What follows belongs to an exercise in optimizing a design on an open flow for small area; a production flow would make more cautious choices. In this exercise RTL edits were held to simulation tests only and were not proved equivalent to the original. No activity file was given, so power comes from the tool's default toggle rates.

File: flow/design.v
module register_file_mp #(
    parameter int WORD_SIZE    = 32,
    parameter int NUM_REGS     = 16,
    parameter int ADDR_WIDTH   = 4,
    parameter int NUM_RD_PORTS = 3,
    parameter int PC_INDEX     = 15,
    parameter int PC_STEP      = 4,
    parameter bit BYPASS       = 1'b1
) (
    input  logic                               clk,
    input  logic                               reset,
    input  logic [NUM_RD_PORTS*ADDR_WIDTH-1:0] rd_addr,
    output logic [NUM_RD_PORTS*WORD_SIZE-1:0]  rd_data,
    output logic [NUM_RD_PORTS-1:0]            rd_pending,
    input  logic                               wa_en,
    input  logic [ADDR_WIDTH-1:0]              wa_addr,
    input  logic [WORD_SIZE-1:0]               wa_data,
    input  logic                               wb_en,
    input  logic [ADDR_WIDTH-1:0]              wb_addr,
    input  logic [WORD_SIZE-1:0]               wb_data,
    input  logic                               pc_inc,
    input  logic                               pend_set_en,
    input  logic [ADDR_WIDTH-1:0]              pend_set_addr,
    output logic [WORD_SIZE-1:0]               pc,
    output logic                               any_pending
);
    logic [WORD_SIZE-1:0] regs [NUM_REGS];
    logic [NUM_REGS-1:0]  pending;
    logic wa_live;
    logic wb_live;
    logic ps_live;
    always_comb begin
        wa_live = wa_en && (int'(wa_addr) < NUM_REGS);
        wb_live = wb_en && (int'(wb_addr) < NUM_REGS)
                  && !(wa_live && (wa_addr == wb_addr));
        ps_live = pend_set_en && (int'(pend_set_addr) < NUM_REGS);
    end
    genvar k;
    generate
        for (k = 0; k < NUM_RD_PORTS; k++) begin : g_rd
            logic [ADDR_WIDTH-1:0] ra;
            logic [WORD_SIZE-1:0]  port_data;
            logic                  port_pend;
            assign ra = rd_addr[k*ADDR_WIDTH +: ADDR_WIDTH];
            always_comb begin
                port_data = '0;
                port_pend = 1'b0;
                if (int'(ra) < NUM_REGS) begin
                    port_data = regs[ra];
                    port_pend = pending[ra];
                    if (BYPASS) begin
                        if (wa_live && (wa_addr == ra)) begin
                            port_data = wa_data;
                            port_pend = 1'b0;
                        end else if (wb_live && (wb_addr == ra)) begin
                            port_data = wb_data;
                        end
                    end
                end
            end
            assign rd_data[k*WORD_SIZE +: WORD_SIZE] = port_data;
            assign rd_pending[k]                     = port_pend;
        end
    endgenerate
    always_ff @(posedge clk) begin
        if (reset) begin
            for (int r = 0; r < NUM_REGS; r++) begin
                regs[r] <= '0;
            end
        end else begin
            for (int r = 0; r < NUM_REGS; r++) begin
                if (wa_live && (wa_addr == ADDR_WIDTH'(r))) begin
                    regs[r] <= wa_data;
                end else if (wb_live && (wb_addr == ADDR_WIDTH'(r))) begin
                    regs[r] <= wb_data;
                end else if ((r == PC_INDEX) && pc_inc) begin
                    regs[r] <= regs[r] + WORD_SIZE'(PC_STEP);
                end
            end
        end
    end
    always_ff @(posedge clk) begin
        if (reset) begin
            pending <= '0;
        end else begin
            for (int r = 0; r < NUM_REGS; r++) begin
                if (ps_live && (pend_set_addr == ADDR_WIDTH'(r))) begin
                    pending[r] <= 1'b1;
                end else if (wa_live && (wa_addr == ADDR_WIDTH'(r))) begin
                    pending[r] <= 1'b0;
                end
            end
        end
    end
    assign pc          = regs[PC_INDEX];
    assign any_pending = |pending;
endmodule
File: flow/config.mk
export PLATFORM = sky130hd
export DESIGN_NAME = register_file_mp
export DESIGN_NICKNAME = register_file_mp
export VERILOG_FILES = /design/flow/design.v
export SDC_FILE = /design/flow/constraint.sdc
export NUM_CORES = 4
export LEC_CHECK = 0
export CAP_MARGIN = 20
export CORE_MARGIN = 2
export CORE_UTILIZATION = 25
export SLEW_MARGIN = 40
File: flow/run.sh
#!/bin/bash
# synth_recipe.tcl (not shown) runs the flow's synth.tcl, then flattens the netlist and writes it again
# the make line also repeats each setting of config.mk as NAME=value (left out here)
make -C /OpenROAD-flow-scripts/flow DESIGN_CONFIG=/design/flow/config.mk WORK_HOME=/design/flow/orfs CLKGATE_MAP_FILE= SYNTH_SCRIPT=/design/flow/synth_recipe.tcl finish
File: flow/constraint.sdc
create_clock -name core_clock -period 6.5 [get_ports {clk}]
set_input_delay 1.3000 -clock core_clock [delete_from_list [all_inputs] [get_ports {clk}]]
set_output_delay 1.3000 -clock core_clock [all_outputs]
set_load 0.01 [all_outputs]
==> reports/qor.csv <==
stage,metric,value,unit
global_routing,first-pass GRT wire length,435000,microns
logic_synthesis,most common cell in the synthesized netlist,nor2_1,
cells_and_area,area of the multi-input gates,0.0269,sq mm
placement,Final GP Congestion,1.14,
route,Post-Route WL,332000,microns
timing,Rel. slew slack,0.316,
logic_synthesis,synthesized flop and latch total,528,
min_path,hold path depth,2,
logic_synthesis,mapped cell area,0.0398,sq mm
logic_synthesis,Synth Instances,5046,
flow_run,number of max-cap violations,0,
placement,placed cell areas,0.0465,sq mm
route,wire per inst,45.5,microns
logic_synthesis,number of enable flip-flop cells after synthesis,0,
logic_synthesis,"top cells by count, synth","653 x nor2_1, 528 x dfxtp_1, 492 x mux2i_1",
worst_setup_path,CP Capture Type,primary output,
global_routing,largest net degree at the start of global routing,160,
worst_setup_path,Critical Path Source Type,input pin,
clocking,Post-CTS Setup Bufs,0,
clocking,clock-pin slew on the worst setup and hold paths,0.05,ns
logic_synthesis,synthesized netlist net count,5141,
clocking,Post-CTS Resized,0,
floorplanning,number of placement rows,146,
cells_and_area,register area,0.0106,sq mm
worst_setup_path,worst path arrival time,5.01,ns
logic_synthesis,post-synthesis compound-gate area fraction,0.320,
timing,Final Hold Violating Endpoints,0,
timing,Worst Skew,0.0433,ns
timing,max-slew violation count,0,
logic_synthesis,Ys Warns,2,
worst_setup_path,WS Path Type,input pin to primary output,
route,Final ANT Viol Nets,0,
logic_synthesis,xor-xnor portion of the synthesized cell area,0.0117,
route,first-pass detailed-route iteration total,7,
cells_and_area,layout net count,5250,
floorplanning,core region area,0.158,sq mm
logic_synthesis,Netlist cell types,81,
floorplanning,I/O pin total,226,
timing,final setup violation count,0,
power,Peak VDD IR,0.186,mV
logic_synthesis,Synth Area in Simple Gates,0.163,
timing,Final TNS setup,0,ns
logic_synthesis,"Seq/Total Area, Yosys",0.265,
placement,Port Buf Inserts,225,
cells_and_area,Fillers,16898,
power,PwrDens,212,mW/mm^2
logic_synthesis,syn avg cell area,7.89,sq um
timing,fmax,0.158,GHz
placement,"worst slack, placed",0.402,ns
logic_synthesis,share of flip-flops with an asynchronous set or reset,0,
timing,post-route setup slack,0.186,ns
clocking,CTS tree,done,
route,number of vias per cell,7.06,
route,Iteration-0 DRC Markers,9645,
timing,Worst Tran Pin Value,1.03,ns
global_routing,gr ovfl total,0,
global_routing,overall fraction of global-route tracks in use,0.391,
logic_synthesis,largest family of logic cells by synthesized area,compound AO/OA/AOI/OAI gates,
clocking,CTS Buf Count,69,
placement,post-DP HPWL,233000,microns
clocking,root buf cell,clkbuf_16,
timing,post-layout min period,6.31,ns
logic_synthesis,mux share of post-synthesis cell area,0.168,
logic_synthesis,post-synth top area cell,dfxtp_1,
logic_synthesis,adder-cell share of the synthesized area,0.000314,
worst_setup_path,CP Data Required Time,5.20,ns
floorplanning,Starting Density,0.252,
clocking,Max Root-Sink Buffers,3,
route,DRC,0,
worst_setup_path,number of cells on the worst reg-to-reg path,7,
cells_and_area,share of cells above drive strength 1,0.165,
cells_and_area,Area Growth Syn to Fin,22.6,%
worst_setup_path,largest fanout on the critical path,29,
floorplanning,Die Wd,403,microns
logic_synthesis,Synth area leaders,"dfxtp_1 27%, mux2i_1 12%, a211oi_1 7.5%, nor2_1 6.2%, a22oi_1 4.3%",
global_routing,initial antenna violation count,41,
timing,period utilization,0.971,
logic_synthesis,Synth top area share,0.265,
logic_synthesis,top_reg_cell synth,dfxtp_1,
global_routing,vias in the first global route,46300,
power,Leakage,17.5,nW
clocking,clk sink count,528,
timing,RSZ-0062 raised after global routing,no,
clocking,H-tree depth,3,
run_status,outcome,no timing/DRC/antenna violations,
clocking,clock latency (worst-skew pair),0.73,ns
floorplanning,die area,0.162,sq mm
min_path,min-delay worst type,flop to flop,
cells_and_area,Final Instance Area,0.0488,sq mm
clocking,Hold Buf Count CTS,0,
route,Vias,51555,
floorplanning,Die Y-Extent,403,microns
[cell type report]
type / count / share of cell area
Sequential cell: 528 / 0.216
Tap cell: 2072 / 0.0531
Timing Repair Buffer: 707 / 0.130
Inverter: 25 / 0.00192
Multi-Input combinational cell: 3824 / 0.551
Antenna cell: 29 / 0.00149
Clock inverter: 26 / 0.00612
Clock buffer: 91 / 0.0406
[kinds of logic after synthesis]
logic type | Yosys count
XOR/XNOR | 53
adder cells (fa/ha/maj) | 1
buffers and inverters | 694
AO/OA/AOI/OAI | 1706
flip-flops | 528
multiplexers | 612
AND/OR/NAND/NOR | 1452
[routing by layer]
metal / vias to the layer above / GRT usage / wire length [microns] / share of wire
li1: 19598 / - / - / -
met1: 25417 / 0.492 / 125000 / 0.38
met2: 5109 / 0.529 / 129000 / 0.39
met3: 1407 / 0.160 / 49100 / 0.15
met4: 24 / 0.293 / 29500 / 0.089
met5: - / 0 / 163 / 0.00049
[metrics by stage]
stage	util	std cells	hold slack (ns)	power [mW]
after floorplan	-	5046	0.483	4.73
after global placement	0.292	7142	0.513	6.16
after detailed placement	0.294	7153	0.515	6.18
after CTS	0.308	7270	0.525	10.2
after global routing	0.308	7274	0.552	10.5
final	0.309	7302	0.529	10.4
[power breakdown]
group          internal (mW)  total, mW  switching (mW)
combinational          0.843       2.68            1.83
sequential              3.37       3.63           0.261
clock                   2.31       4.07            1.76
[sequential cells by signal, indices dropped and copies added, names as in the netlist]
register	cells
regs	512
pending	16
[cell usage in the layout, fill, tap and decap left out, drive strengths merged, types with 29 or more instances in the layout]
cell type / n
buf: 513
a211oi: 398
mux4: 35
diode: 29
a221o: 40
dfxtp: 528
a311oi: 125
nand3: 205
a32oi: 64
nor2: 655
clkbuf: 92
o211ai: 48
a221oi: 103
mux2: 85
nand2: 292
mux2i: 492
and3: 32
a21oi: 166
o21ai: 171
xor2: 33
nand2b: 34
clkdlybuf4s50: 193
o221ai: 44
a22oi: 228
a22o: 72
nor2b: 49
o22ai: 61
nor3: 68
[worst max-delay path: stages]
cell and delay [ns]:
buf_4 0.55, buf_4 0.29, nand2_1 0.17, nor2_1 0.55, buf_4 0.28, a222oi_1 0.11
a32oi_1 0.36, a21oi_1 0.12, o31ai_1 0.46, buf_4 0.19, clkdlybuf4s50_1 0.52
[final timing paths]
check	from	endpoint	slack [ns]
worst max-delay path	rd_addr[10]	rd_data[65]	0.19
worst min-delay path	regs[8][18]$_SDFFE_PP0P_	regs[8][18]$_SDFFE_PP0P_	0.53
worst max register to register	regs[15][3]$_SDFFE_PP0P_	regs[15][26]$_SDFFE_PP0P_	2.85
worst min register to register	regs[8][18]$_SDFFE_PP0P_	regs[8][18]$_SDFFE_PP0P_	0.53

[afterwards: timing with drivers on the ports]
The results above use ideal ports. As a check the final layout listed here was re-extracted and re-timed, cells and wires unchanged.
Step 1: set_driving_cell puts a clkbuf_16 on clk and a buf_2 on each other input, an assumption about the parent block.
Step 2 times the ports against the registers' clock, not the clock port: input delays grow and output delays shrink by t, the midpoint of the rising clock arrivals with the driver on.
Three values: ideal, step 1, step 2; two values: the first two.
t (ns): 0.792
setup WS [ns]: 0.186 / 0.158 / 0.158
latest minus earliest clock arrival (ns): 0.054 / 0.053
After both steps setup and hold are still met in this run. The setup slack of this run moves by -0.028 ns with the drivers and by -0.028 ns with both steps.
